Background: an optimization exercise with open tools, aiming at small area. Do not read the settings as production practice.
In this exercise RTL edits were held to simulation tests only and were not proved equivalent to the original.
Power is estimated from default activity; no workload was simulated.

[config.mk]
export PLATFORM = sky130hd
export DESIGN_NAME = cpu_cfg_regs
export DESIGN_NICKNAME = cpu_cfg_regs
export VERILOG_FILES = /design/flow/design.v
export SDC_FILE = /design/flow/constraint.sdc
export NUM_CORES = 8
export LEC_CHECK = 0
export CAP_MARGIN = 20
export CELL_PAD_IN_SITES_DETAIL_PLACEMENT = 1
export CORE_MARGIN = 2
export CORE_UTILIZATION = 55
export CTS_CLUSTER_DIAMETER = 100
export CTS_CLUSTER_SIZE = 26
export PLACE_DENSITY = 0.65
export SLEW_MARGIN = 20
export SYNTH_HIERARCHICAL = 1
[constraint.sdc]
create_clock -name core_clock -period 10.0 [get_ports {clk}]
set_input_delay 2.0000 -clock core_clock [delete_from_list [all_inputs] [get_ports {clk}]]
set_output_delay 2.0000 -clock core_clock [all_outputs]
set_load 0.01 [all_outputs]
[design.v]
package data_pkg;
   localparam int NUM_CFG = 256;
   typedef struct packed {
      logic [3:0]  FWD;
      logic [11:0] VPI;
   } CellCfgType;
   typedef struct packed {
      logic valid;
      logic write;
   } bus_req_t;
   function automatic bus_req_t decode_req(input logic bus_mode,
                                           input logic sel,
                                           input logic rd_ds,
                                           input logic wr_rw);
      bus_req_t r;
      r = '0;
      if (!sel) begin
         if (bus_mode) begin
            r.valid = rd_ds ^ wr_rw;
            r.write = !wr_rw;
         end else begin
            r.valid = !rd_ds;
            r.write = !wr_rw;
         end
      end
      decode_req = r;
   endfunction
   function automatic logic strobe_held(input logic bus_mode,
                                        input logic write,
                                        input logic sel,
                                        input logic rd_ds,
                                        input logic wr_rw);
      logic held;
      held = 1'b0;
      if (!sel) begin
         if (bus_mode && write) held = !wr_rw;
         else                   held = !rd_ds;
      end
      strobe_held = held;
   endfunction
endpackage
module cfg_tri (
   input  logic clk,
   input  logic ld,
   input  logic ld_n,
   input  logic cd_n,
   output logic q0,
   output logic q1,
   output logic q2
);
   always_ff @(posedge clk) begin
      q0 <= ~((q2 | ld) & (ld_n | cd_n));
      q1 <= q0;
      q2 <= q1;
   end
endmodule
module cfg_pair (
   input  logic clk,
   input  logic ld,
   input  logic ld_n,
   input  logic cd_n,
   output logic q0,
   output logic q1
);
   always_ff @(posedge clk) begin
      q0 <= ~((q1 | ld) & (ld_n | cd_n));
      q1 <= q0;
   end
endmodule
module cfg_aoi222 (
   input  logic a0, b0, a1, b1, a2, b2,
   output logic y
);
   assign y = ~((a0 & b0) | (a1 & b1) | (a2 & b2));
endmodule
module cfg_and2 (input logic a, b, output logic y);
   assign y = a & b;
endmodule
module cfg_nand2 (input logic a, b, output logic y);
   assign y = ~(a & b);
endmodule
module cfg_nand3 (input logic a, b, c, output logic y);
   assign y = ~(a & b & c);
endmodule
module cfg_and3 (input logic a, b, c, output logic y);
   assign y = a & b & c;
endmodule
module cfg_nand4 (input logic a, b, c, d, output logic y);
   assign y = ~(a & b & c & d);
endmodule
module cfg_and4 (input logic a, b, c, d, output logic y);
   assign y = a & b & c & d;
endmodule
module cfg_or2 (input logic a, b, output logic y);
   assign y = a | b;
endmodule
module cfg_or3 (input logic a, b, c, output logic y);
   assign y = a | b | c;
endmodule
module cfg_or4 (input logic a, b, c, d, output logic y);
   assign y = a | b | c | d;
endmodule
module cfg_nor4 (input logic a, b, c, d, output logic y);
   assign y = ~(a | b | c | d);
endmodule
module cfg_nor2 (input logic a, b, output logic y);
   assign y = ~(a | b);
endmodule
module cfg_nor3 (input logic a, b, c, output logic y);
   assign y = ~(a | b | c);
endmodule
module cfg_rd256 (
   input  logic [255:0] d,
   input  logic [255:0] s,
   output logic yn
);
   logic l0_0;
   cfg_aoi222 u_l0_0 (.a0(d[0]), .b0(s[0]), .a1(d[1]), .b1(s[1]), .a2(d[2]), .b2(s[2]), .y(l0_0));
   logic l0_1;
   cfg_aoi222 u_l0_1 (.a0(d[3]), .b0(s[3]), .a1(d[4]), .b1(s[4]), .a2(d[5]), .b2(s[5]), .y(l0_1));
   logic l0_2;
   cfg_aoi222 u_l0_2 (.a0(d[6]), .b0(s[6]), .a1(d[7]), .b1(s[7]), .a2(d[8]), .b2(s[8]), .y(l0_2));
   logic l0_3;
   cfg_aoi222 u_l0_3 (.a0(d[9]), .b0(s[9]), .a1(d[10]), .b1(s[10]), .a2(d[11]), .b2(s[11]), .y(l0_3));
   logic l0_4;
   cfg_aoi222 u_l0_4 (.a0(d[12]), .b0(s[12]), .a1(d[13]), .b1(s[13]), .a2(d[14]), .b2(s[14]), .y(l0_4));
   logic l0_5;
   cfg_aoi222 u_l0_5 (.a0(d[15]), .b0(s[15]), .a1(d[16]), .b1(s[16]), .a2(d[17]), .b2(s[17]), .y(l0_5));
   logic l0_6;
   cfg_aoi222 u_l0_6 (.a0(d[18]), .b0(s[18]), .a1(d[19]), .b1(s[19]), .a2(d[20]), .b2(s[20]), .y(l0_6));
   logic l0_7;
   cfg_aoi222 u_l0_7 (.a0(d[21]), .b0(s[21]), .a1(d[22]), .b1(s[22]), .a2(d[23]), .b2(s[23]), .y(l0_7));
   logic l0_8;
   cfg_aoi222 u_l0_8 (.a0(d[24]), .b0(s[24]), .a1(d[25]), .b1(s[25]), .a2(d[26]), .b2(s[26]), .y(l0_8));
   logic l0_9;
   cfg_aoi222 u_l0_9 (.a0(d[27]), .b0(s[27]), .a1(d[28]), .b1(s[28]), .a2(d[29]), .b2(s[29]), .y(l0_9));
   logic l0_10;
   cfg_aoi222 u_l0_10 (.a0(d[30]), .b0(s[30]), .a1(d[31]), .b1(s[31]), .a2(d[32]), .b2(s[32]), .y(l0_10));
   logic l0_11;
   cfg_aoi222 u_l0_11 (.a0(d[33]), .b0(s[33]), .a1(d[34]), .b1(s[34]), .a2(d[35]), .b2(s[35]), .y(l0_11));
   logic l0_12;
   cfg_aoi222 u_l0_12 (.a0(d[36]), .b0(s[36]), .a1(d[37]), .b1(s[37]), .a2(d[38]), .b2(s[38]), .y(l0_12));
   logic l0_13;
   cfg_aoi222 u_l0_13 (.a0(d[39]), .b0(s[39]), .a1(d[40]), .b1(s[40]), .a2(d[41]), .b2(s[41]), .y(l0_13));
   logic l0_14;
   cfg_aoi222 u_l0_14 (.a0(d[42]), .b0(s[42]), .a1(d[43]), .b1(s[43]), .a2(d[44]), .b2(s[44]), .y(l0_14));
   logic l0_15;
   cfg_aoi222 u_l0_15 (.a0(d[45]), .b0(s[45]), .a1(d[46]), .b1(s[46]), .a2(d[47]), .b2(s[47]), .y(l0_15));
   logic l0_16;
   cfg_aoi222 u_l0_16 (.a0(d[48]), .b0(s[48]), .a1(d[49]), .b1(s[49]), .a2(d[50]), .b2(s[50]), .y(l0_16));
   logic l0_17;
   cfg_aoi222 u_l0_17 (.a0(d[51]), .b0(s[51]), .a1(d[52]), .b1(s[52]), .a2(d[53]), .b2(s[53]), .y(l0_17));
   logic l0_18;
   cfg_aoi222 u_l0_18 (.a0(d[54]), .b0(s[54]), .a1(d[55]), .b1(s[55]), .a2(d[56]), .b2(s[56]), .y(l0_18));
   logic l0_19;
   cfg_aoi222 u_l0_19 (.a0(d[57]), .b0(s[57]), .a1(d[58]), .b1(s[58]), .a2(d[59]), .b2(s[59]), .y(l0_19));
   logic l0_20;
   cfg_aoi222 u_l0_20 (.a0(d[60]), .b0(s[60]), .a1(d[61]), .b1(s[61]), .a2(d[62]), .b2(s[62]), .y(l0_20));
   logic l0_21;
   cfg_aoi222 u_l0_21 (.a0(d[63]), .b0(s[63]), .a1(d[64]), .b1(s[64]), .a2(d[65]), .b2(s[65]), .y(l0_21));
   logic l0_22;
   cfg_aoi222 u_l0_22 (.a0(d[66]), .b0(s[66]), .a1(d[67]), .b1(s[67]), .a2(d[68]), .b2(s[68]), .y(l0_22));
   logic l0_23;
   cfg_aoi222 u_l0_23 (.a0(d[69]), .b0(s[69]), .a1(d[70]), .b1(s[70]), .a2(d[71]), .b2(s[71]), .y(l0_23));
   logic l0_24;
   cfg_aoi222 u_l0_24 (.a0(d[72]), .b0(s[72]), .a1(d[73]), .b1(s[73]), .a2(d[74]), .b2(s[74]), .y(l0_24));
   logic l0_25;
   cfg_aoi222 u_l0_25 (.a0(d[75]), .b0(s[75]), .a1(d[76]), .b1(s[76]), .a2(d[77]), .b2(s[77]), .y(l0_25));
   logic l0_26;
   cfg_aoi222 u_l0_26 (.a0(d[78]), .b0(s[78]), .a1(d[79]), .b1(s[79]), .a2(d[80]), .b2(s[80]), .y(l0_26));
   logic l0_27;
   cfg_aoi222 u_l0_27 (.a0(d[81]), .b0(s[81]), .a1(d[82]), .b1(s[82]), .a2(d[83]), .b2(s[83]), .y(l0_27));
   logic l0_28;
   cfg_aoi222 u_l0_28 (.a0(d[84]), .b0(s[84]), .a1(d[85]), .b1(s[85]), .a2(d[86]), .b2(s[86]), .y(l0_28));
   logic l0_29;
   cfg_aoi222 u_l0_29 (.a0(d[87]), .b0(s[87]), .a1(d[88]), .b1(s[88]), .a2(d[89]), .b2(s[89]), .y(l0_29));
   logic l0_30;
   cfg_aoi222 u_l0_30 (.a0(d[90]), .b0(s[90]), .a1(d[91]), .b1(s[91]), .a2(d[92]), .b2(s[92]), .y(l0_30));
   logic l0_31;
   cfg_aoi222 u_l0_31 (.a0(d[93]), .b0(s[93]), .a1(d[94]), .b1(s[94]), .a2(d[95]), .b2(s[95]), .y(l0_31));
   logic l0_32;
   cfg_aoi222 u_l0_32 (.a0(d[96]), .b0(s[96]), .a1(d[97]), .b1(s[97]), .a2(d[98]), .b2(s[98]), .y(l0_32));
   logic l0_33;
   cfg_aoi222 u_l0_33 (.a0(d[99]), .b0(s[99]), .a1(d[100]), .b1(s[100]), .a2(d[101]), .b2(s[101]), .y(l0_33));
   logic l0_34;
   cfg_aoi222 u_l0_34 (.a0(d[102]), .b0(s[102]), .a1(d[103]), .b1(s[103]), .a2(d[104]), .b2(s[104]), .y(l0_34));
   logic l0_35;
   cfg_aoi222 u_l0_35 (.a0(d[105]), .b0(s[105]), .a1(d[106]), .b1(s[106]), .a2(d[107]), .b2(s[107]), .y(l0_35));
   logic l0_36;
   cfg_aoi222 u_l0_36 (.a0(d[108]), .b0(s[108]), .a1(d[109]), .b1(s[109]), .a2(d[110]), .b2(s[110]), .y(l0_36));
   logic l0_37;
   cfg_aoi222 u_l0_37 (.a0(d[111]), .b0(s[111]), .a1(d[112]), .b1(s[112]), .a2(d[113]), .b2(s[113]), .y(l0_37));
   logic l0_38;
   cfg_aoi222 u_l0_38 (.a0(d[114]), .b0(s[114]), .a1(d[115]), .b1(s[115]), .a2(d[116]), .b2(s[116]), .y(l0_38));
   logic l0_39;
   cfg_aoi222 u_l0_39 (.a0(d[117]), .b0(s[117]), .a1(d[118]), .b1(s[118]), .a2(d[119]), .b2(s[119]), .y(l0_39));
   logic l0_40;
   cfg_aoi222 u_l0_40 (.a0(d[120]), .b0(s[120]), .a1(d[121]), .b1(s[121]), .a2(d[122]), .b2(s[122]), .y(l0_40));
   logic l0_41;
   cfg_aoi222 u_l0_41 (.a0(d[123]), .b0(s[123]), .a1(d[124]), .b1(s[124]), .a2(d[125]), .b2(s[125]), .y(l0_41));
   logic l0_42;
   cfg_aoi222 u_l0_42 (.a0(d[126]), .b0(s[126]), .a1(d[127]), .b1(s[127]), .a2(d[128]), .b2(s[128]), .y(l0_42));
   logic l0_43;
   cfg_aoi222 u_l0_43 (.a0(d[129]), .b0(s[129]), .a1(d[130]), .b1(s[130]), .a2(d[131]), .b2(s[131]), .y(l0_43));
   logic l0_44;
   cfg_aoi222 u_l0_44 (.a0(d[132]), .b0(s[132]), .a1(d[133]), .b1(s[133]), .a2(d[134]), .b2(s[134]), .y(l0_44));
   logic l0_45;
   cfg_aoi222 u_l0_45 (.a0(d[135]), .b0(s[135]), .a1(d[136]), .b1(s[136]), .a2(d[137]), .b2(s[137]), .y(l0_45));
   logic l0_46;
   cfg_aoi222 u_l0_46 (.a0(d[138]), .b0(s[138]), .a1(d[139]), .b1(s[139]), .a2(d[140]), .b2(s[140]), .y(l0_46));
   logic l0_47;
   cfg_aoi222 u_l0_47 (.a0(d[141]), .b0(s[141]), .a1(d[142]), .b1(s[142]), .a2(d[143]), .b2(s[143]), .y(l0_47));
   logic l0_48;
   cfg_aoi222 u_l0_48 (.a0(d[144]), .b0(s[144]), .a1(d[145]), .b1(s[145]), .a2(d[146]), .b2(s[146]), .y(l0_48));
   logic l0_49;
   cfg_aoi222 u_l0_49 (.a0(d[147]), .b0(s[147]), .a1(d[148]), .b1(s[148]), .a2(d[149]), .b2(s[149]), .y(l0_49));
   logic l0_50;
   cfg_aoi222 u_l0_50 (.a0(d[150]), .b0(s[150]), .a1(d[151]), .b1(s[151]), .a2(d[152]), .b2(s[152]), .y(l0_50));
   logic l0_51;
   cfg_aoi222 u_l0_51 (.a0(d[153]), .b0(s[153]), .a1(d[154]), .b1(s[154]), .a2(d[155]), .b2(s[155]), .y(l0_51));
   logic l0_52;
   cfg_aoi222 u_l0_52 (.a0(d[156]), .b0(s[156]), .a1(d[157]), .b1(s[157]), .a2(d[158]), .b2(s[158]), .y(l0_52));
   logic l0_53;
   cfg_aoi222 u_l0_53 (.a0(d[159]), .b0(s[159]), .a1(d[160]), .b1(s[160]), .a2(d[161]), .b2(s[161]), .y(l0_53));
   logic l0_54;
   cfg_aoi222 u_l0_54 (.a0(d[162]), .b0(s[162]), .a1(d[163]), .b1(s[163]), .a2(d[164]), .b2(s[164]), .y(l0_54));
   logic l0_55;
   cfg_aoi222 u_l0_55 (.a0(d[165]), .b0(s[165]), .a1(d[166]), .b1(s[166]), .a2(d[167]), .b2(s[167]), .y(l0_55));
   logic l0_56;
   cfg_aoi222 u_l0_56 (.a0(d[168]), .b0(s[168]), .a1(d[169]), .b1(s[169]), .a2(d[170]), .b2(s[170]), .y(l0_56));
   logic l0_57;
   cfg_aoi222 u_l0_57 (.a0(d[171]), .b0(s[171]), .a1(d[172]), .b1(s[172]), .a2(d[173]), .b2(s[173]), .y(l0_57));
   logic l0_58;
   cfg_aoi222 u_l0_58 (.a0(d[174]), .b0(s[174]), .a1(d[175]), .b1(s[175]), .a2(d[176]), .b2(s[176]), .y(l0_58));
   logic l0_59;
   cfg_aoi222 u_l0_59 (.a0(d[177]), .b0(s[177]), .a1(d[178]), .b1(s[178]), .a2(d[179]), .b2(s[179]), .y(l0_59));
   logic l0_60;
   cfg_aoi222 u_l0_60 (.a0(d[180]), .b0(s[180]), .a1(d[181]), .b1(s[181]), .a2(d[182]), .b2(s[182]), .y(l0_60));
   logic l0_61;
   cfg_aoi222 u_l0_61 (.a0(d[183]), .b0(s[183]), .a1(d[184]), .b1(s[184]), .a2(d[185]), .b2(s[185]), .y(l0_61));
   logic l0_62;
   cfg_aoi222 u_l0_62 (.a0(d[186]), .b0(s[186]), .a1(d[187]), .b1(s[187]), .a2(d[188]), .b2(s[188]), .y(l0_62));
   logic l0_63;
   cfg_aoi222 u_l0_63 (.a0(d[189]), .b0(s[189]), .a1(d[190]), .b1(s[190]), .a2(d[191]), .b2(s[191]), .y(l0_63));
   logic l0_64;
   cfg_aoi222 u_l0_64 (.a0(d[192]), .b0(s[192]), .a1(d[193]), .b1(s[193]), .a2(d[194]), .b2(s[194]), .y(l0_64));
   logic l0_65;
   cfg_aoi222 u_l0_65 (.a0(d[195]), .b0(s[195]), .a1(d[196]), .b1(s[196]), .a2(d[197]), .b2(s[197]), .y(l0_65));
   logic l0_66;
   cfg_aoi222 u_l0_66 (.a0(d[198]), .b0(s[198]), .a1(d[199]), .b1(s[199]), .a2(d[200]), .b2(s[200]), .y(l0_66));
   logic l0_67;
   cfg_aoi222 u_l0_67 (.a0(d[201]), .b0(s[201]), .a1(d[202]), .b1(s[202]), .a2(d[203]), .b2(s[203]), .y(l0_67));
   logic l0_68;
   cfg_aoi222 u_l0_68 (.a0(d[204]), .b0(s[204]), .a1(d[205]), .b1(s[205]), .a2(d[206]), .b2(s[206]), .y(l0_68));
   logic l0_69;
   cfg_aoi222 u_l0_69 (.a0(d[207]), .b0(s[207]), .a1(d[208]), .b1(s[208]), .a2(d[209]), .b2(s[209]), .y(l0_69));
   logic l0_70;
   cfg_aoi222 u_l0_70 (.a0(d[210]), .b0(s[210]), .a1(d[211]), .b1(s[211]), .a2(d[212]), .b2(s[212]), .y(l0_70));
   logic l0_71;
   cfg_aoi222 u_l0_71 (.a0(d[213]), .b0(s[213]), .a1(d[214]), .b1(s[214]), .a2(d[215]), .b2(s[215]), .y(l0_71));
   logic l0_72;
   cfg_aoi222 u_l0_72 (.a0(d[216]), .b0(s[216]), .a1(d[217]), .b1(s[217]), .a2(d[218]), .b2(s[218]), .y(l0_72));
   logic l0_73;
   cfg_aoi222 u_l0_73 (.a0(d[219]), .b0(s[219]), .a1(d[220]), .b1(s[220]), .a2(d[221]), .b2(s[221]), .y(l0_73));
   logic l0_74;
   cfg_aoi222 u_l0_74 (.a0(d[222]), .b0(s[222]), .a1(d[223]), .b1(s[223]), .a2(d[224]), .b2(s[224]), .y(l0_74));
   logic l0_75;
   cfg_aoi222 u_l0_75 (.a0(d[225]), .b0(s[225]), .a1(d[226]), .b1(s[226]), .a2(d[227]), .b2(s[227]), .y(l0_75));
   logic l0_76;
   cfg_aoi222 u_l0_76 (.a0(d[228]), .b0(s[228]), .a1(d[229]), .b1(s[229]), .a2(d[230]), .b2(s[230]), .y(l0_76));
   logic l0_77;
   cfg_aoi222 u_l0_77 (.a0(d[231]), .b0(s[231]), .a1(d[232]), .b1(s[232]), .a2(d[233]), .b2(s[233]), .y(l0_77));
   logic l0_78;
   cfg_aoi222 u_l0_78 (.a0(d[234]), .b0(s[234]), .a1(d[235]), .b1(s[235]), .a2(d[236]), .b2(s[236]), .y(l0_78));
   logic l0_79;
   cfg_aoi222 u_l0_79 (.a0(d[237]), .b0(s[237]), .a1(d[238]), .b1(s[238]), .a2(d[239]), .b2(s[239]), .y(l0_79));
   logic l0_80;
   cfg_aoi222 u_l0_80 (.a0(d[240]), .b0(s[240]), .a1(d[241]), .b1(s[241]), .a2(d[242]), .b2(s[242]), .y(l0_80));
   logic l0_81;
   cfg_aoi222 u_l0_81 (.a0(d[243]), .b0(s[243]), .a1(d[244]), .b1(s[244]), .a2(d[245]), .b2(s[245]), .y(l0_81));
   logic l0_82;
   cfg_aoi222 u_l0_82 (.a0(d[246]), .b0(s[246]), .a1(d[247]), .b1(s[247]), .a2(d[248]), .b2(s[248]), .y(l0_82));
   logic l0_83;
   cfg_aoi222 u_l0_83 (.a0(d[249]), .b0(s[249]), .a1(d[250]), .b1(s[250]), .a2(d[251]), .b2(s[251]), .y(l0_83));
   logic l0_84;
   cfg_aoi222 u_l0_84 (.a0(d[252]), .b0(s[252]), .a1(d[253]), .b1(s[253]), .a2(d[254]), .b2(s[254]), .y(l0_84));
   logic l0_85;
   cfg_nand2 u_l0_85 (.a(d[255]), .b(s[255]), .y(l0_85));
   logic l1_0;
   cfg_nand4 u_l1_0 (.a(l0_0), .b(l0_1), .c(l0_2), .d(l0_3), .y(l1_0));
   logic l1_1;
   cfg_nand4 u_l1_1 (.a(l0_4), .b(l0_5), .c(l0_6), .d(l0_7), .y(l1_1));
   logic l1_2;
   cfg_nand4 u_l1_2 (.a(l0_8), .b(l0_9), .c(l0_10), .d(l0_11), .y(l1_2));
   logic l1_3;
   cfg_nand4 u_l1_3 (.a(l0_12), .b(l0_13), .c(l0_14), .d(l0_15), .y(l1_3));
   logic l1_4;
   cfg_nand4 u_l1_4 (.a(l0_16), .b(l0_17), .c(l0_18), .d(l0_19), .y(l1_4));
   logic l1_5;
   cfg_nand4 u_l1_5 (.a(l0_20), .b(l0_21), .c(l0_22), .d(l0_23), .y(l1_5));
   logic l1_6;
   cfg_nand4 u_l1_6 (.a(l0_24), .b(l0_25), .c(l0_26), .d(l0_27), .y(l1_6));
   logic l1_7;
   cfg_nand4 u_l1_7 (.a(l0_28), .b(l0_29), .c(l0_30), .d(l0_31), .y(l1_7));
   logic l1_8;
   cfg_nand4 u_l1_8 (.a(l0_32), .b(l0_33), .c(l0_34), .d(l0_35), .y(l1_8));
   logic l1_9;
   cfg_nand4 u_l1_9 (.a(l0_36), .b(l0_37), .c(l0_38), .d(l0_39), .y(l1_9));
   logic l1_10;
   cfg_nand4 u_l1_10 (.a(l0_40), .b(l0_41), .c(l0_42), .d(l0_43), .y(l1_10));
   logic l1_11;
   cfg_nand4 u_l1_11 (.a(l0_44), .b(l0_45), .c(l0_46), .d(l0_47), .y(l1_11));
   logic l1_12;
   cfg_nand4 u_l1_12 (.a(l0_48), .b(l0_49), .c(l0_50), .d(l0_51), .y(l1_12));
   logic l1_13;
   cfg_nand4 u_l1_13 (.a(l0_52), .b(l0_53), .c(l0_54), .d(l0_55), .y(l1_13));
   logic l1_14;
   cfg_nand4 u_l1_14 (.a(l0_56), .b(l0_57), .c(l0_58), .d(l0_59), .y(l1_14));
   logic l1_15;
   cfg_nand4 u_l1_15 (.a(l0_60), .b(l0_61), .c(l0_62), .d(l0_63), .y(l1_15));
   logic l1_16;
   cfg_nand4 u_l1_16 (.a(l0_64), .b(l0_65), .c(l0_66), .d(l0_67), .y(l1_16));
   logic l1_17;
   cfg_nand4 u_l1_17 (.a(l0_68), .b(l0_69), .c(l0_70), .d(l0_71), .y(l1_17));
   logic l1_18;
   cfg_nand4 u_l1_18 (.a(l0_72), .b(l0_73), .c(l0_74), .d(l0_75), .y(l1_18));
   logic l1_19;
   cfg_nand4 u_l1_19 (.a(l0_76), .b(l0_77), .c(l0_78), .d(l0_79), .y(l1_19));
   logic l1_20;
   cfg_nand3 u_l1_20 (.a(l0_80), .b(l0_81), .c(l0_82), .y(l1_20));
   logic l1_21;
   cfg_nand3 u_l1_21 (.a(l0_83), .b(l0_84), .c(l0_85), .y(l1_21));
   logic l2_0;
   cfg_or4 u_l2_0 (.a(l1_0), .b(l1_1), .c(l1_2), .d(l1_3), .y(l2_0));
   logic l2_1;
   cfg_or4 u_l2_1 (.a(l1_4), .b(l1_5), .c(l1_6), .d(l1_7), .y(l2_1));
   logic l2_2;
   cfg_or4 u_l2_2 (.a(l1_8), .b(l1_9), .c(l1_10), .d(l1_11), .y(l2_2));
   logic l2_3;
   cfg_or4 u_l2_3 (.a(l1_12), .b(l1_13), .c(l1_14), .d(l1_15), .y(l2_3));
   logic l2_4;
   cfg_or3 u_l2_4 (.a(l1_16), .b(l1_17), .c(l1_18), .y(l2_4));
   logic l2_5;
   cfg_or3 u_l2_5 (.a(l1_19), .b(l1_20), .c(l1_21), .y(l2_5));
   logic l3_0;
   cfg_or3 u_l3_0 (.a(l2_0), .b(l2_1), .c(l2_2), .y(l3_0));
   logic l3_1;
   cfg_or3 u_l3_1 (.a(l2_3), .b(l2_4), .c(l2_5), .y(l3_1));
   logic l4_0;
   cfg_nor2 u_l4_0 (.a(l3_0), .b(l3_1), .y(l4_0));
   assign yn = l4_0;
endmodule
module cfg_rd96 (
   input  logic [95:0] d,
   input  logic [95:0] s,
   output logic yn
);
   logic l0_0;
   cfg_aoi222 u_l0_0 (.a0(d[0]), .b0(s[0]), .a1(d[1]), .b1(s[1]), .a2(d[2]), .b2(s[2]), .y(l0_0));
   logic l0_1;
   cfg_aoi222 u_l0_1 (.a0(d[3]), .b0(s[3]), .a1(d[4]), .b1(s[4]), .a2(d[5]), .b2(s[5]), .y(l0_1));
   logic l0_2;
   cfg_aoi222 u_l0_2 (.a0(d[6]), .b0(s[6]), .a1(d[7]), .b1(s[7]), .a2(d[8]), .b2(s[8]), .y(l0_2));
   logic l0_3;
   cfg_aoi222 u_l0_3 (.a0(d[9]), .b0(s[9]), .a1(d[10]), .b1(s[10]), .a2(d[11]), .b2(s[11]), .y(l0_3));
   logic l0_4;
   cfg_aoi222 u_l0_4 (.a0(d[12]), .b0(s[12]), .a1(d[13]), .b1(s[13]), .a2(d[14]), .b2(s[14]), .y(l0_4));
   logic l0_5;
   cfg_aoi222 u_l0_5 (.a0(d[15]), .b0(s[15]), .a1(d[16]), .b1(s[16]), .a2(d[17]), .b2(s[17]), .y(l0_5));
   logic l0_6;
   cfg_aoi222 u_l0_6 (.a0(d[18]), .b0(s[18]), .a1(d[19]), .b1(s[19]), .a2(d[20]), .b2(s[20]), .y(l0_6));
   logic l0_7;
   cfg_aoi222 u_l0_7 (.a0(d[21]), .b0(s[21]), .a1(d[22]), .b1(s[22]), .a2(d[23]), .b2(s[23]), .y(l0_7));
   logic l0_8;
   cfg_aoi222 u_l0_8 (.a0(d[24]), .b0(s[24]), .a1(d[25]), .b1(s[25]), .a2(d[26]), .b2(s[26]), .y(l0_8));
   logic l0_9;
   cfg_aoi222 u_l0_9 (.a0(d[27]), .b0(s[27]), .a1(d[28]), .b1(s[28]), .a2(d[29]), .b2(s[29]), .y(l0_9));
   logic l0_10;
   cfg_aoi222 u_l0_10 (.a0(d[30]), .b0(s[30]), .a1(d[31]), .b1(s[31]), .a2(d[32]), .b2(s[32]), .y(l0_10));
   logic l0_11;
   cfg_aoi222 u_l0_11 (.a0(d[33]), .b0(s[33]), .a1(d[34]), .b1(s[34]), .a2(d[35]), .b2(s[35]), .y(l0_11));
   logic l0_12;
   cfg_aoi222 u_l0_12 (.a0(d[36]), .b0(s[36]), .a1(d[37]), .b1(s[37]), .a2(d[38]), .b2(s[38]), .y(l0_12));
   logic l0_13;
   cfg_aoi222 u_l0_13 (.a0(d[39]), .b0(s[39]), .a1(d[40]), .b1(s[40]), .a2(d[41]), .b2(s[41]), .y(l0_13));
   logic l0_14;
   cfg_aoi222 u_l0_14 (.a0(d[42]), .b0(s[42]), .a1(d[43]), .b1(s[43]), .a2(d[44]), .b2(s[44]), .y(l0_14));
   logic l0_15;
   cfg_aoi222 u_l0_15 (.a0(d[45]), .b0(s[45]), .a1(d[46]), .b1(s[46]), .a2(d[47]), .b2(s[47]), .y(l0_15));
   logic l0_16;
   cfg_aoi222 u_l0_16 (.a0(d[48]), .b0(s[48]), .a1(d[49]), .b1(s[49]), .a2(d[50]), .b2(s[50]), .y(l0_16));
   logic l0_17;
   cfg_aoi222 u_l0_17 (.a0(d[51]), .b0(s[51]), .a1(d[52]), .b1(s[52]), .a2(d[53]), .b2(s[53]), .y(l0_17));
   logic l0_18;
   cfg_aoi222 u_l0_18 (.a0(d[54]), .b0(s[54]), .a1(d[55]), .b1(s[55]), .a2(d[56]), .b2(s[56]), .y(l0_18));
   logic l0_19;
   cfg_aoi222 u_l0_19 (.a0(d[57]), .b0(s[57]), .a1(d[58]), .b1(s[58]), .a2(d[59]), .b2(s[59]), .y(l0_19));
   logic l0_20;
   cfg_aoi222 u_l0_20 (.a0(d[60]), .b0(s[60]), .a1(d[61]), .b1(s[61]), .a2(d[62]), .b2(s[62]), .y(l0_20));
   logic l0_21;
   cfg_aoi222 u_l0_21 (.a0(d[63]), .b0(s[63]), .a1(d[64]), .b1(s[64]), .a2(d[65]), .b2(s[65]), .y(l0_21));
   logic l0_22;
   cfg_aoi222 u_l0_22 (.a0(d[66]), .b0(s[66]), .a1(d[67]), .b1(s[67]), .a2(d[68]), .b2(s[68]), .y(l0_22));
   logic l0_23;
   cfg_aoi222 u_l0_23 (.a0(d[69]), .b0(s[69]), .a1(d[70]), .b1(s[70]), .a2(d[71]), .b2(s[71]), .y(l0_23));
   logic l0_24;
   cfg_aoi222 u_l0_24 (.a0(d[72]), .b0(s[72]), .a1(d[73]), .b1(s[73]), .a2(d[74]), .b2(s[74]), .y(l0_24));
   logic l0_25;
   cfg_aoi222 u_l0_25 (.a0(d[75]), .b0(s[75]), .a1(d[76]), .b1(s[76]), .a2(d[77]), .b2(s[77]), .y(l0_25));
   logic l0_26;
   cfg_aoi222 u_l0_26 (.a0(d[78]), .b0(s[78]), .a1(d[79]), .b1(s[79]), .a2(d[80]), .b2(s[80]), .y(l0_26));
   logic l0_27;
   cfg_aoi222 u_l0_27 (.a0(d[81]), .b0(s[81]), .a1(d[82]), .b1(s[82]), .a2(d[83]), .b2(s[83]), .y(l0_27));
   logic l0_28;
   cfg_aoi222 u_l0_28 (.a0(d[84]), .b0(s[84]), .a1(d[85]), .b1(s[85]), .a2(d[86]), .b2(s[86]), .y(l0_28));
   logic l0_29;
   cfg_aoi222 u_l0_29 (.a0(d[87]), .b0(s[87]), .a1(d[88]), .b1(s[88]), .a2(d[89]), .b2(s[89]), .y(l0_29));
   logic l0_30;
   cfg_aoi222 u_l0_30 (.a0(d[90]), .b0(s[90]), .a1(d[91]), .b1(s[91]), .a2(d[92]), .b2(s[92]), .y(l0_30));
   logic l0_31;
   cfg_aoi222 u_l0_31 (.a0(d[93]), .b0(s[93]), .a1(d[94]), .b1(s[94]), .a2(d[95]), .b2(s[95]), .y(l0_31));
   logic l1_0;
   cfg_nand4 u_l1_0 (.a(l0_0), .b(l0_1), .c(l0_2), .d(l0_3), .y(l1_0));
   logic l1_1;
   cfg_nand4 u_l1_1 (.a(l0_4), .b(l0_5), .c(l0_6), .d(l0_7), .y(l1_1));
   logic l1_2;
   cfg_nand4 u_l1_2 (.a(l0_8), .b(l0_9), .c(l0_10), .d(l0_11), .y(l1_2));
   logic l1_3;
   cfg_nand4 u_l1_3 (.a(l0_12), .b(l0_13), .c(l0_14), .d(l0_15), .y(l1_3));
   logic l1_4;
   cfg_nand4 u_l1_4 (.a(l0_16), .b(l0_17), .c(l0_18), .d(l0_19), .y(l1_4));
   logic l1_5;
   cfg_nand4 u_l1_5 (.a(l0_20), .b(l0_21), .c(l0_22), .d(l0_23), .y(l1_5));
   logic l1_6;
   cfg_nand4 u_l1_6 (.a(l0_24), .b(l0_25), .c(l0_26), .d(l0_27), .y(l1_6));
   logic l1_7;
   cfg_nand4 u_l1_7 (.a(l0_28), .b(l0_29), .c(l0_30), .d(l0_31), .y(l1_7));
   logic l2_0;
   cfg_or4 u_l2_0 (.a(l1_0), .b(l1_1), .c(l1_2), .d(l1_3), .y(l2_0));
   logic l2_1;
   cfg_or4 u_l2_1 (.a(l1_4), .b(l1_5), .c(l1_6), .d(l1_7), .y(l2_1));
   logic l3_0;
   cfg_nor2 u_l3_0 (.a(l2_0), .b(l2_1), .y(l3_0));
   assign yn = l3_0;
endmodule
module cfg_inv (input logic a, output logic y);
   assign y = ~a;
endmodule
module cfg_pre2 (
   input  logic [1:0] a,
   output logic [3:0] y
);
   logic [1:0] an;
   cfg_inv  u_i0 (.a(a[0]), .y(an[0]));
   cfg_inv  u_i1 (.a(a[1]), .y(an[1]));
   cfg_nor2 u_y0 (.a(a[1]),  .b(a[0]),  .y(y[0]));
   cfg_nor2 u_y1 (.a(a[1]),  .b(an[0]), .y(y[1]));
   cfg_nor2 u_y2 (.a(an[1]), .b(a[0]),  .y(y[2]));
   cfg_nor2 u_y3 (.a(an[1]), .b(an[0]), .y(y[3]));
endmodule
module cfg_pre3 (
   input  logic [2:0] a,
   output logic [7:0] y
);
   logic [3:0] l;
   logic       a2n;
   cfg_pre2 u_l  (.a(a[1:0]), .y(l));
   cfg_inv  u_i2 (.a(a[2]),   .y(a2n));
   for (genvar j = 0; j < 8; j++) begin : g_y
      cfg_and2 u_y (.a(j >= 4 ? a[2] : a2n), .b(l[j % 4]), .y(y[j]));
   end
endmodule
module cfg_rdec (
   input  logic [7:2] a,
   output logic [7:0] a3,
   output logic [7:0] b3,
   output logic [3:0] c2
);
   cfg_pre3 u_a (.a(a[7:5]), .y(a3));
   cfg_pre3 u_b (.a(a[4:2]), .y(b3));
   cfg_pre2 u_c (.a(a[4:3]), .y(c2));
endmodule
module cfg_mem (
   input  logic        clk,
   input  logic        clr3_n,
   input  logic        clr2_n,
   input  logic        w3,
   input  logic        w2,
   input  logic [7:2]  wa,
   input  logic [15:0] cd_n,
   input  logic [7:2]  ra,
   input  logic [2:0]  ra_p3,
   input  logic [1:0]  ra_p2,
   input  logic [7:2]  rb,
   input  logic        rb_3,
   input  logic        rb_2,
   output logic [15:0] ra_n,
   output logic [15:0] rb_n
);
   logic [7:0] wa3, wb3, aa3, ab3, ba3, bb3;
   logic [3:0] wc2, ac2, bc2;
   logic [63:0] ld3, ld3_n;
   logic [31:0] ld2, ld2_n;
   logic [255:0] sa;
   logic [95:0] sb;
   logic [63:0][15:0] t0, t1, t2;
   logic [31:0][15:0] p0, p1;
   logic [15:0][255:0] qa;
   logic [15:0][95:0] qb;
   cfg_rdec u_wdec (.a(wa), .a3(wa3), .b3(wb3), .c2(wc2));
   cfg_rdec u_adec (.a(ra), .a3(aa3), .b3(ab3), .c2(ac2));
   cfg_rdec u_bdec (.a(rb), .a3(ba3), .b3(bb3), .c2(bc2));
   for (genvar r = 0; r < 64; r++) begin : g_tri
      cfg_nand3 u_ld_n (.a(wa3[r / 8]), .b(wb3[r % 8]), .c(w3),     .y(ld3_n[r]));
      cfg_nand2 u_ld   (.a(ld3_n[r]),   .b(clr3_n),                 .y(ld3[r]));
      cfg_and3  u_sb   (.a(ba3[r / 8]), .b(bb3[r % 8]), .c(rb_3),   .y(sb[r]));
      for (genvar p = 0; p < 3; p++) begin : g_pos
         cfg_and3 u_sa (.a(aa3[r / 8]), .b(ab3[r % 8]), .c(ra_p3[p]), .y(sa[3 * r + p]));
      end
      for (genvar b = 0; b < 16; b++) begin : g_b
         cfg_tri u_tri (.clk(clk), .ld(ld3[r]), .ld_n(ld3_n[r]), .cd_n(cd_n[b]),
                        .q0(t0[r][b]), .q1(t1[r][b]), .q2(t2[r][b]));
         assign qa[b][3 * r]     = t0[r][b];
         assign qa[b][3 * r + 1] = t1[r][b];
         assign qa[b][3 * r + 2] = t2[r][b];
         assign qb[b][r]         = t0[r][b];
      end
   end
   for (genvar r = 0; r < 32; r++) begin : g_pair
      cfg_nand3 u_ld_n (.a(wa3[r / 4]), .b(wc2[r % 4]), .c(w2),     .y(ld2_n[r]));
      cfg_nand2 u_ld   (.a(ld2_n[r]),   .b(clr2_n),                 .y(ld2[r]));
      cfg_and3  u_sb   (.a(ba3[r / 4]), .b(bc2[r % 4]), .c(rb_2),   .y(sb[64 + r]));
      for (genvar p = 0; p < 2; p++) begin : g_pos
         cfg_and3 u_sa (.a(aa3[r / 4]), .b(ac2[r % 4]), .c(ra_p2[p]), .y(sa[192 + 2 * r + p]));
      end
      for (genvar b = 0; b < 16; b++) begin : g_b
         cfg_pair u_pair (.clk(clk), .ld(ld2[r]), .ld_n(ld2_n[r]), .cd_n(cd_n[b]),
                          .q0(p0[r][b]), .q1(p1[r][b]));
         assign qa[b][192 + 2 * r]     = p0[r][b];
         assign qa[b][192 + 2 * r + 1] = p1[r][b];
         assign qb[b][64 + r]           = p0[r][b];
      end
   end
   for (genvar b = 0; b < 16; b++) begin : g_col
      cfg_rd256 u_ra (.d(qa[b]), .s(sa), .yn(ra_n[b]));
      cfg_rd96 u_rb (.d(qb[b]), .s(sb), .yn(rb_n[b]));
   end
endmodule
module cpu_cfg_regs
#(
   parameter int DEPTH = data_pkg::NUM_CFG,
   parameter int AW    = $clog2(DEPTH)
) (
   input  logic                          clk,
   input  logic                          rst,
   input  logic                          BusMode,
   input  logic [11:0]                   Addr,
   input  logic                          Sel,
   input  logic [15:0]                   DataIn,
   input  logic                          Rd_DS,
   input  logic                          Wr_RW,
   output logic [15:0]                   DataOut,
   output logic                          Rdy_Dtack,
   input  logic [AW-1:0]                 lut_addr,
   output logic [15:0]                   lut_data
);
   logic          acc_q;       
   logic          rdy_q;       
   logic [AW-1:0] addr_q;
   logic [15:0]   data_q;
   logic          we_q;        
   logic          re_q;        
   logic          hw_q;        
   logic [1:0]    k;           
   logic          h;           
   logic [1:0]    c;           
   logic [1:0]    since;       
   logic          pend;        
   logic [15:0]   lut_q;
   logic [15:0]   cpu_rd;
   data_pkg::bus_req_t req;
   logic          idle;
   logic          held;
   logic          in_range;
   assign req      = data_pkg::decode_req(BusMode, Sel, Rd_DS, Wr_RW);
   assign idle     = rdy_q && !acc_q;
   assign in_range = (Addr[11:AW] == '0);
   assign held     = !Sel && (hw_q ? !Wr_RW : !Rd_DS);
   always_ff @(posedge clk) begin
      if (rst) begin
         acc_q <= 1'b0;
         rdy_q <= 1'b1;
      end else begin
         acc_q <= idle && req.valid;
         if (acc_q)                rdy_q <= 1'b0;
         else if (!rdy_q && !held) rdy_q <= 1'b1;
      end
   end
   always_ff @(posedge clk) begin
      if (idle) begin
         addr_q <= Addr[AW-1:0];
         data_q <= DataIn;
         we_q   <= !Wr_RW && in_range;
         re_q   <= Wr_RW && in_range;
         hw_q   <= BusMode && !Wr_RW;
      end
   end
   function automatic logic [1:0] sub3(input logic [1:0] x, input logic [1:0] y);
      case ({x, y})
         4'b00_00, 4'b01_01, 4'b10_10: sub3 = 2'd0;
         4'b01_00, 4'b10_01, 4'b00_10: sub3 = 2'd1;
         4'b10_00, 4'b00_01, 4'b01_10: sub3 = 2'd2;
         default:                      sub3 = 2'd0;    
      endcase
   endfunction
   logic        w_t3;          
   logic        aligned;       
   logic        commit;        
   logic        wr;            
   logic        pol_new;       
   logic [15:0] cd_n, ra_n, rb_n;
   assign w_t3    = (addr_q[1:0] != 2'd3);
   assign aligned = w_t3 ? (sub3(k, addr_q[1:0]) == 2'd2) : (addr_q[2] ^ c[0]);
   assign commit  = acc_q && we_q;
   assign wr      = (commit || pend) && aligned && !rst;
   assign pol_new = w_t3 ? (h ? (k != 2'd2) : (k == 2'd2)) : (c[1] ^ c[0]);
   assign cd_n    = ~(data_q ^ {16{pol_new}});
   always_ff @(posedge clk) begin
      if (rst) begin
         k     <= 2'd0;
         h     <= 1'b0;
         c     <= 2'd0;
         since <= 2'd0;
         pend  <= 1'b0;
      end else begin
         k     <= (k == 2'd2) ? 2'd0 : k + 2'd1;
         h     <= h ^ (k == 2'd2);
         c     <= c + 2'd1;
         since <= (since == 2'd2) ? 2'd2 : since + 2'd1;
         pend  <= (commit || pend) && !aligned;
      end
   end
   logic       a_t3;
   logic [1:0] a_p3;
   logic       a_p2;
   logic       a_pol, a_dirty;
   assign a_t3    = (lut_addr[1:0] != 2'd3);
   assign a_p3    = sub3(k, lut_addr[1:0]);
   assign a_p2    = lut_addr[2] ^ c[0];
   assign a_pol   = a_t3 ? ((a_p3 <= k) ? h : !h) : (a_p2 ? ~(c[1] ^ c[0]) : c[1]);
   assign a_dirty = a_t3 ? ((since == 2'd0 && a_p3 != 2'd0) || (since == 2'd1 && a_p3 == 2'd2))
                         : (since == 2'd0 && a_p2);
   logic [AW-1:0] b_addr;
   logic          b_t3, b_p0, b_pol;
   logic [15:0]   rb;
   assign b_addr = idle ? Addr[AW-1:0] : addr_q;
   assign b_t3   = (b_addr[1:0] != 2'd3);
   assign b_p0   = b_t3 ? (sub3(k, b_addr[1:0]) == 2'd0) : !(b_addr[2] ^ c[0]);
   assign b_pol  = b_t3 ? h : c[1];
   cfg_mem u_cfg_mem (
      .clk    (clk),
      .clr3_n (!(rst || since != 2'd2)),
      .clr2_n (!(rst || since == 2'd0)),
      .w3     (wr && w_t3),
      .w2     (wr && !w_t3),
      .wa     (addr_q[AW-1:2]),
      .cd_n   (cd_n),
      .ra     (lut_addr[AW-1:2]),
      .ra_p3  ({a_t3 && a_p3 == 2'd2, a_t3 && a_p3 == 2'd1, a_t3 && a_p3 == 2'd0}),
      .ra_p2  ({!a_t3 && a_p2, !a_t3 && !a_p2}),
      .rb     (b_addr[AW-1:2]),
      .rb_3   (b_t3),
      .rb_2   (!b_t3),
      .ra_n   (ra_n),
      .rb_n   (rb_n)
   );
   always_ff @(posedge clk) begin
      if (rst)
         lut_q <= '0;
      else if (pend && (lut_addr == addr_q))
         lut_q <= data_q;
      else if (a_dirty)
         lut_q <= '0;
      else
         lut_q <= ~ra_n ^ {16{a_pol}};
   end
   assign rb = ~rb_n ^ {16{b_pol}};
   always_ff @(posedge clk)
      if (b_p0) cpu_rd <= rb;
   assign DataOut   = (!rdy_q && re_q) ? (b_p0 ? rb : cpu_rd) : '0;
   assign Rdy_Dtack = rdy_q;
   assign lut_data  = lut_q;
endmodule
[flow/run.sh]
#!/bin/bash
# The standard layout (standard.sh: its synthesis, floorplan, placement, routing),
# with two changes passed to ORFS as make variables:
#  * clock tree synthesis without dummy loads (ORFS's usual options otherwise);
#  * the port buffers are buf_1 cells.
# ORFS writes each step's log under orfs/logs; make's own output goes to make.log.
set -euo pipefail
bash standard.sh \
  "CTS_ARGS=-sink_clustering_enable -repair_clock_nets -dont_use_dummy_load -sink_clustering_size 26 -sink_clustering_max_diameter 100" \
  "BUFFER_PORTS_ARGS=-buffer_cell sky130_fd_sc_hd__buf_1" \
  finish > make.log 2>&1
[standard.sh]
#!/bin/bash
# synth_recipe.tcl (not shown) runs the flow's synth.tcl, then flattens the netlist and writes it again
# the make line also repeats each setting of config.mk as NAME=value (left out here)
make -C /OpenROAD-flow-scripts/flow DESIGN_CONFIG=/design/flow/config.mk WORK_HOME=/design/flow/orfs CLKGATE_MAP_FILE= SYNTH_SCRIPT=/design/flow/synth_recipe.tcl "${@:-finish}"
==> notes.md <==
* Pin count of the biggest net entering global routing at 97
* Crit path kind: register to output port
* Number of buffers added on ports at 74
* Simple-gate area share of the yosys netlist at 6.76%
* Setup Buffers After CTS at 0
* Post-Syn Instances at 9201
* Psw at 10.2 mW
* Cell Area, Synth at 122000 µm²
* Main flop type after synthesis: dfxtp_1
* Die H at 474 µm
* GR Util met2 at 70.2%
* Clk pin slew, worst setup/hold paths at 0.11 ns
* Gate power share at 12.4%
* RSZ-0062 raised after global routing: no
* Routing usage on met1 at 66.3%
* CP peak stage delay at 0.84 ns
* Worst clock skew at 0.0848 ns
* IO Count at 75
* CP Cell Sequence: nand2b_4, inv_2, nand2_1, nand2_1, inv_1, and2_1, and3_1, a222oi_1, nand4_1, or4_1, nor2_1, xnor2_1, mux2_2, nor2_1, buf_1
* Rows at 172
* Max Root-Sink Buffers at 3
* Antenna violations before repair at 143
* Synth-to-layout area growth at 8.44%
* Synth unique cells at 49
* DR vias at 111k
* Drt first pass iters at 17
* Seq/Total Area, Yosys at 68.7%
* Seq cells post-synth at 4165
* GRT Max-Usage Layer: met2
* Crit path required time at 8.00 ns
* F_max at 0.105 GHz
* Async S/R FF share, synth at 0%
* DRC viols at 0
* Compound-cell area share of the yosys netlist at 23.5%
* Xor/xnor cell area share of the yosys netlist at 0.468%
* Worst-path fanout max at 25
* Hold WS at 0.287 ns
* DP HPWL at 426000 µm
* EDFF count, synth at 19
* Internal at 22.5 mW
* Core Footprint at 220000 µm²
* Die Area at 225000 µm²
* Average wire per standard cell at 48.2 µm
* Largest family of logic cells by synthesized area: compound AO/OA/AOI/OAI gates
* Layout filler cell count at 21.2k
* Switching Share at 31.1%
* Hold buffers post-CTS at 0
* Worst skew pair latency at 0.91 ns
* Adder-Cell Fraction of Synth Area at 0.0514%
* Rel. slew slack at 14.2%
* Min-delay worst type: register to register
* H-tree Lvls at 4
* Met3 Use GR at 25.3%
* GP Congestion at 1.08
* Setup violators final at 0
* Total wire length at 612000 µm
* Share of cells above drive strength 1 at 4.47%
* Sequential Power Share at 62.1%
* Flop2flop setup slack at 3.00 ns
* Cell leakage power at 48.7 nW
* Critical Path Start Type: register
* Via density at 8.72
* Power, Total at 32.7 mW
* VDD IR max at 348 µV
* Die Wd at 474 µm
* Tightest Pin Transition at 1.29 ns
* Initial detailed-routing violation count at 30.2k
* Clock network fraction of design power at 25.5%
* PostCTS Resize Cnt at 0
* Max Slew Vio Count at 0
* Syn nets at 9248
* Vias in the first global route at 103k
* Avg Synthesized Cell Area at 13.2 µm²
* Final Critical Period at 9.51 ns
* Multi-input gate area at 37900 µm²
* Post-placement cell area at 127000 µm²
* TritonCTS clock tree: done
* Top delay family on crit path: simple AND/OR/NAND/NOR gates
* Clk sink count at 4165
* CP bufs+invs at 3
* Max_cap viols at 0
* First-pass GRT wire length at 831000 µm
* Initial Util at 55.3%
* Crit-path slowest cell: or4_1
* GRT Total Usage at 51.9%
* Post-synthesis mux area share at 0.176%
* Period utilization at 95.1%
* Yosys Warn Count at 9
* Reg area at 83600 µm²
* Final Hold Viols at 0
* Power Dens Cells at 248 nW/µm²
* Status: no timing/DRC/antenna violations
* Remaining global-route overflow at 0
* Clock buffer count from CTS at 179
* ANT nets after route at 0
* Root buffer cell: clkbuf_16
* Worst Path Arrival at 7.51 ns
* Layout Nets at 9671
* Setup TNS at 0 ns
* Crit. End Element: output port
* Final instance area at 132000 µm²
-- power by group through the flow --
stage	registers [mW]	clock network (mW)	logic, mW
3_3_place_gp	20.3	0	3.65
5_1_grt	20.3	8.84	3.93
4_1_cts	20.1	8.25	3.78
6_report	20.3	8.34	4.06
3_5_place_dp	20.4	0	3.76
2_1_floorplan	19.6	0	1.80
-- per-module statistics from Yosys (local to each module, per instance), a selection --
| module | flip-flops and latches | area [µm²] | times used |
|---|---|---|---|
| cfg_aoi222 | 0 | 10.0 | 1872 |
| cfg_inv | 0 | 3.75 | 24 |
| cfg_nor2 | 0 | 3.75 | 68 |
| cfg_or3 | 0 | 6.26 | 64 |
| cfg_pair | 2 | 46.3 | 512 |
| cfg_tri | 3 | 66.3 | 1024 |
-- registers in the layout (all words and copies together), names as in the netlist, 2 cells and up --
signal                          cells
addr_q                              8
c                                   2
cpu_rd                             16
data_q                             16
k                                   2
lut_q                              16
since                               2
u_cfg_mem.g_pair.g_b.u_pair.q0    512
u_cfg_mem.g_pair.g_b.u_pair.q1    512
u_cfg_mem.g_tri.g_b.u_tri.q0     1024
u_cfg_mem.g_tri.g_b.u_tri.q1     1024
u_cfg_mem.g_tri.g_b.u_tri.q2     1024
-- cell usage in the layout, fill, tap and decap left out, drive strengths merged, types with 2 or more instances in the layout --
| cell type | count |
|---|---|
| nor4 | 4 |
| dfxtp | 4146 |
| a21o | 2 |
| and3b | 3 |
| mux2 | 17 |
| nand2b | 2 |
| and3 | 352 |
| xor2 | 28 |
| nor2 | 103 |
| xnor2 | 37 |
| nor2b | 7 |
| or3 | 65 |
| ha | 5 |
| nand2 | 151 |
| buf | 259 |
| nand4 | 449 |
| clkbuf | 180 |
| inv | 63 |
| a211oi | 2 |
| nand3 | 130 |
| or4 | 97 |
| o22ai | 1537 |
| and2 | 49 |
| diode | 107 |
| nor3 | 5 |
| edfxtp | 19 |
| a222oi | 1872 |
| a21oi | 8 |
| o21ai | 20 |
-- final cells by class --
class / count / area share [%]
Antenna cell: 107 / 0.203
Inverter: 63 / 0.179
Tap cell: 2958 / 2.81
Timing Repair Buffer: 260 / 1.32
Clock buffer: 179 / 3.40
Sequential cell: 4165 / 63.4
Multi-Input combinational cell: 4955 / 28.7
-- path summary, 6_finish.rpt --
check / startpoint / cells after the start / endpoint
worst min register to register: u_cfg_mem.g_tri[28].g_b[13].u_tri.q1 / 0 / u_cfg_mem.g_tri[28].g_b[13].u_tri.q2
worst min-delay path: u_cfg_mem.g_tri[28].g_b[13].u_tri.q1 / 0 / u_cfg_mem.g_tri[28].g_b[13].u_tri.q2
worst max-delay path: rdy_q / 15 / DataOut[8]
worst max register to register: k[0] / 12 / lut_q[6]
-- metrics by stage --
step | util, % | instances | worst slack [ns]
floorplan | - | 9201 | 2.40
global placement | 57.8 | 12397 | 1.13
detailed placement | 57.8 | 12400 | 0.970
CTS | 59.9 | 12579 | 0.964
global route | 59.9 | 12595 | 0.758
finish | 60.0 | 12687 | 0.491
-- metal layers --
| layer | wire [µm] | part of all wire [%] |
|---|---|---|
| met5 | 1170 | 0.19 |
| met4 | 45900 | 7.5 |
| met3 | 110000 | 18 |
| met2 | 240000 | 39 |
| met1 | 214000 | 35 |
-- synth_stat cells (all sizes together), types with 2 or more instances --
library cell | instances | area (µm²)
dfxtp | 4146 | 83000
a222oi | 1872 | 18700
o22ai | 1537 | 9620
nand4 | 449 | 2810
and3 | 352 | 2200
nand2 | 151 | 567
nand3 | 130 | 651
nor2 | 103 | 387
or4 | 97 | 728
or3 | 65 | 407
inv | 63 | 236
and2 | 49 | 309
xnor2 | 37 | 324
xor2 | 28 | 245
o21ai | 20 | 108
edfxtp | 19 | 571
mux2 | 17 | 191
buf | 14 | 108
a21oi | 8 | 51.3
nor2b | 7 | 43.8
ha | 5 | 62.6
nor3 | 5 | 25.0
clkbuf | 4 | 15.0
nor4 | 4 | 25.0
and3b | 3 | 30.0
a211oi | 2 | 15.0
a21o | 2 | 15.0
nand2b | 2 | 20.0
-- cell families (layout without fill, tap and decap cells) --
| family | Yosys count | in the layout |
|---|---|---|
| adders and majority gates | 5 | 5 |
| and+or+nand+nor | 1420 | 1420 |
| AOI/OAI and AO/OA | 3447 | 3447 |
| buffers and inverters | 81 | 502 |
| other | 0 | 107 |
| DFF | 4165 | 4165 |
| muxes | 18 | 18 |
| xor gates and xnor gates | 65 | 65 |

-- afterwards: timing with drivers on the ports --
The results above use ideal ports. As a check the final layout listed here was re-extracted and re-timed, cells and wires unchanged. Step 1: set_driving_cell puts a clkbuf_16 on clk and a buf_2 on each other input, an assumption about the parent block. Step 2 adds t to the input delays and takes it off the output delays; t is the mean of the earliest and latest rising clock arrival at the registers after step 1. Input paths then give back, and output paths get back, about the clock's delay inside the block. Slacks: ideal ports / drivers / drivers and shift; pairs: ideal ports / drivers.
t, ns: 0.966
setup WS [ns]: 0.491 / 0.391 / 0.479
clock arrival spread, ns: 0.094 / 0.094
cell pins on the clock port's net: 1
After both steps this run still meets setup and hold. The setup slack of this run moves by -0.100 ns with the drivers and by -0.012 ns with both steps.
